From an optimization exercise on the open Yosys and OpenROAD flow, aimed at small area, a short achievable clock period and few clock cycles per item; shortcuts taken in it are not production practice.
RTL that was checked went through simulation tests only; none was proved equivalent to the original.
Power figures rest on the tool's default switching activity, not on a simulated workload.

Design icache_top, start of the top module:
module icache_top #(
	parameter int OFFSET_W = icache_pkg::OFFSET_W,
	parameter int INDEX_W  = icache_pkg::INDEX_W,
	parameter int TAG_W    = icache_pkg::ADDR_W - INDEX_W - OFFSET_W
) (
	input  logic                  clock_i,
	input  logic                  rst_n_i,
	input  logic                  fetch_i,
	input  icache_pkg::addr_t     fetch_addr_i,
	input  logic                  flush_i,
	output logic                  instr_valid_o,
	output icache_pkg::word_t     instr_o,
	output icache_pkg::addr_t     instr_addr_o,
	output logic                  miss_o,
	output logic                  mem_req_o,
	output icache_pkg::addr_t     mem_line_addr_o,
	input  logic                  mem_rvalid_i,
	input  icache_pkg::word_t     mem_rdata_i
);
	localparam int CAP = 31;
	localparam int LOW = 4;
	logic [4:0]     n_q;      
	logic           busy_q;   
	logic           lm_q;     
	logic           miss_q;
	logic           rdy_q;    
	logic           ireq_q;   
	logic           ereq_q;   
	logic [29:0]    h_q;      
	logic [1:0]     wc_q;     
	logic [LOW+1:0] el_q;     
	logic           xb_q;     
	logic           seq;
	logic           nz;
	logic           acc;
	logic           last;
	logic           start;
	logic           cont;
	logic           deliver;
	logic           endw;
	logic           req;
	logic           lost;
	logic           fall;
	logic           clr;
	logic [LOW+1:0] h_inc;
	logic [4:0]     n_d;
	logic           busy_d;
	logic           lm_d;
	logic [29:0]    h_d;
	logic [1:0]     wc_d;
	logic           m_d;
	logic           v0_d;
	logic           rdy_d;
	logic           ireq_d;
	logic [LOW+1:0] el_d;
	logic           xb_d;
	logic           miss_d [2];
	assign h_inc = h_q[LOW+1:0] + (LOW+2)'(1);
	icache_hit_check #(.LB(LOW + 2)) i_seq (
  ...
==> flow/config.mk <==
export PLATFORM = sky130hd
export DESIGN_NAME = icache_top
export DESIGN_NICKNAME = icache_top
export VERILOG_FILES = /design/flow/design.v
export SDC_FILE = /design/flow/constraint.sdc
export NUM_CORES = 4
export LEC_CHECK = 0
export CAP_MARGIN = 20
export CORE_MARGIN = 2
export CORE_UTILIZATION = 60
export SETUP_SLACK_MARGIN = 1.9
export SLEW_MARGIN = 20
export SYNTH_HIERARCHICAL = 1
export SYNTH_MINIMUM_KEEP_SIZE = 0
==> flow/constraint.sdc <==
create_clock -name core_clock -period 4.0 [get_ports {clock_i}]
set_input_delay 0.8000 -clock core_clock [delete_from_list [all_inputs] [get_ports {clock_i}]]
set_output_delay 0.8000 -clock core_clock [all_outputs]
set_load 0.01 [all_outputs]
standard.sh (not shown) runs the stock make flow with config.mk's settings and CLKGATE_MAP_FILE= SYNTH_SCRIPT=/design/flow/synth_recipe.tcl, a recipe that flattens the netlist after the stock synthesis.
==> flow/flow/run.sh <==
#!/bin/bash
# own flow: the standard layout, with port buffers of a plain buffer cell,
# no adder cells in synthesis, and a strong buffer on the memory's
# word-valid input
set -o pipefail
cp standard.sh standard.sh.txt 2>/dev/null
cp config.mk config.mk.txt
export BUFFER_PORTS_ARGS="-buffer_cell sky130_fd_sc_hd__buf_1"
export ADDER_MAP_FILE=
export POST_GLOBAL_PLACE_TCL="$PWD/flow/post_gpl.tcl"
bash standard.sh > standard.log 2>&1
==> flow/flow/post_gpl.tcl <==
# The memory's word-valid input reaches two outputs through one gate each:
# give its port buffer the drive for its fanout, so that no extra buffer
# sits on those input-to-output paths.
foreach port {mem_rvalid_i} {
  set net [get_nets -of_objects [get_ports $port]]
  foreach pin [get_pins -of_objects $net] {
    set inst [get_cells -of_objects $pin]
    set ref [get_property $inst ref_name]
    puts "post_gpl: $port drives [get_full_name $inst] ($ref)"
    if { [string match "sky130_fd_sc_hd__buf_*" $ref] } {
      replace_cell $inst sky130_fd_sc_hd__buf_8
      puts "post_gpl: [get_full_name $inst] now sky130_fd_sc_hd__buf_8"
    }
  }
}
The first run ended with an error in global placement (3_3_place_gp) on STA-0100.
Testbench counts at the start, summed over its fixed seeds: cycles 72,333, items 32,000.
Rerun with:
==> flow/flow/run.sh (replaced) <==
#!/bin/bash
# own flow: the standard layout, with port buffers of a plain buffer cell
set -o pipefail
cp standard.sh standard.sh.txt 2>/dev/null
cp config.mk config.mk.txt
export BUFFER_PORTS_ARGS="-buffer_cell sky130_fd_sc_hd__buf_1"
export ADDER_MAP_FILE=
bash standard.sh > standard.log 2>&1
- CTS_CLUSTER_DIAMETER: default -> 150
- CTS_CLUSTER_SIZE: default -> 60
- TNS_END_PERCENT: default -> 10
removed: flow/flow/post_gpl.tcl
Now the flow finished clean.
Area after synthesis stays the same.
Synthesized cell count is unchanged.
Rerun with:
- CTS_CLUSTER_DIAMETER: 150 -> default
- CTS_CLUSTER_SIZE: 60 -> default
Result:
- sequential power barely changes
- cell count does not change
- wire length does not change


Another version of the RTL of icache_top (not shown whole).
Size in the first run: ~520 cells after synthesis, ~77 flip-flops, about 170 I/O pins, roughly 5100 um2 of cells after synthesis.
## icache_top
module icache_top #(
	parameter int OFFSET_W = icache_pkg::OFFSET_W,
	parameter int INDEX_W  = icache_pkg::INDEX_W,
	parameter int TAG_W    = icache_pkg::ADDR_W - INDEX_W - OFFSET_W
) (
	input  logic                  clock_i,
	input  logic                  rst_n_i,
	input  logic                  fetch_i,
	input  icache_pkg::addr_t     fetch_addr_i,
	input  logic                  flush_i,
	output logic                  instr_valid_o,
	output icache_pkg::word_t     instr_o,
	output icache_pkg::addr_t     instr_addr_o,
	output logic                  miss_o,
	output logic                  mem_req_o,
	output icache_pkg::addr_t     mem_line_addr_o,
	input  logic                  mem_rvalid_i,
	input  icache_pkg::word_t     mem_rdata_i
);
Settings: LEC_CHECK=0, ABC_CLOCK_PERIOD_IN_PS=1000, CAP_MARGIN=20, CORE_MARGIN=2, CORE_UTILIZATION=40, SETUP_SLACK_MARGIN=1.0, SLEW_MARGIN=20; clock period 4.0 ns.
==> flow/flow/run.sh <==
#!/bin/bash
# own flow: the standard layout, with port buffers of a plain buffer cell
set -o pipefail
cp standard.sh standard.sh.txt 2>/dev/null
cp config.mk config.mk.txt
export BUFFER_PORTS_ARGS="-buffer_cell sky130_fd_sc_hd__buf_2"
bash standard.sh > standard.log 2>&1
The starting point finished with timing, DRC and antenna clean.
Then changed:
--- a/flow/flow/run.sh
+++ b/flow/flow/run.sh
@@ -6,2 +6,3 @@
 export BUFFER_PORTS_ARGS="-buffer_cell sky130_fd_sc_hd__buf_2"
+export ADDER_MAP_FILE=
 bash standard.sh > standard.log 2>&1
--- a/flow/config.mk
+++ b/flow/config.mk
@@ -11,3 +11,3 @@
 export CORE_UTILIZATION = 40
-export SETUP_SLACK_MARGIN = 1.0
+export SETUP_SLACK_MARGIN = 1.5
 export SLEW_MARGIN = 20
What happened: Sequential power fell by 17%. Clock skew stays flat. Die area is lower by 1.1%. Wire length came out higher by 5.2%. Critical path depth shrinks by 6. Area after synthesis is lower by 1.1%.
Then changed:
--- a/flow/config.mk
+++ b/flow/config.mk
@@ -11,3 +11,3 @@
 export CORE_UTILIZATION = 40
-export SETUP_SLACK_MARGIN = 1.5
+export SETUP_SLACK_MARGIN = 2.0
 export SLEW_MARGIN = 20
Result:
- core utilization went up by 13 points
- final area went up by a quarter to a third
- wire length went up by about a fifth
- flip-flop and latch count does not change
- worst setup slack is better by 0.15 ns
- maximum frequency went up by a few percent
- global-route usage went up by 2.7 points
- sequential power hardly moves
Then changed:
--- a/flow/config.mk
+++ b/flow/config.mk
@@ -11,3 +11,3 @@
 export CORE_UTILIZATION = 40
-export SETUP_SLACK_MARGIN = 2.0
+export SETUP_SLACK_MARGIN = 1.0
 export SLEW_MARGIN = 20
The changed run went through all stages and came out clean.
Area after synthesis stays the same.
Power is lower by 13%.
Routed wire length goes down by 17%.
Clock-buffer cell count grows by 2.
Sequential power hardly moves.
Design area is lower by 24%.
Fmax drops by 18%.
Combinational power went down by 35%.
Die area is unchanged.
Flip-flop and latch count is unchanged.
No run of this note included a check of the RTL's function; only the layout flow was run.

afterwards: timing with drivers on the ports:
How much do the figures lean on ideal ports? The routed layouts below were timed once more, with nothing changed but the port constraints. Step 1 assumes that a clkbuf_16 drives the clock port and a buf_2 every other input. Step 2 moves the port delays by t, midway between the first and last clock arrival at a register: inputs arrive t later, outputs are due t later. That takes back most of the time a late clock gives input paths. Three values: no drivers, after step 1, after step 2; two values: the first two.
run | t (ns) | slack for setup (ns) | clock arrival spread, ns | worst data-port slew with drivers (ns)
the second run of note 1 | 0.326 | 1.930 / 1.909 / 1.688 | 0.008 / 0.009 | 0.07
the third run of note 1 | 0.326 | 1.930 / 1.909 / 1.688 | 0.008 / 0.009 | 0.07
the first run of note 2 | 0.380 | 1.185 / 1.173 / 0.886 | 0.006 / 0.007 | 0.07
the second run of note 2 | 0.367 | 1.525 / 1.505 / 1.226 | 0.007 / 0.007 | 0.07
the third run of note 2 | 0.375 | 1.678 / 1.676 / 1.301 | 0.008 / 0.008 | 0.07
the fourth run of note 2 | 0.372 | 1.154 / 1.166 / 0.794 | 0.008 / 0.008 | 0.07
After both steps every run listed still meets setup and hold. For the third run of note 2, which loses most, drivers alone change the setup slack by -0.002 ns; drivers and shift together by -0.377 ns.
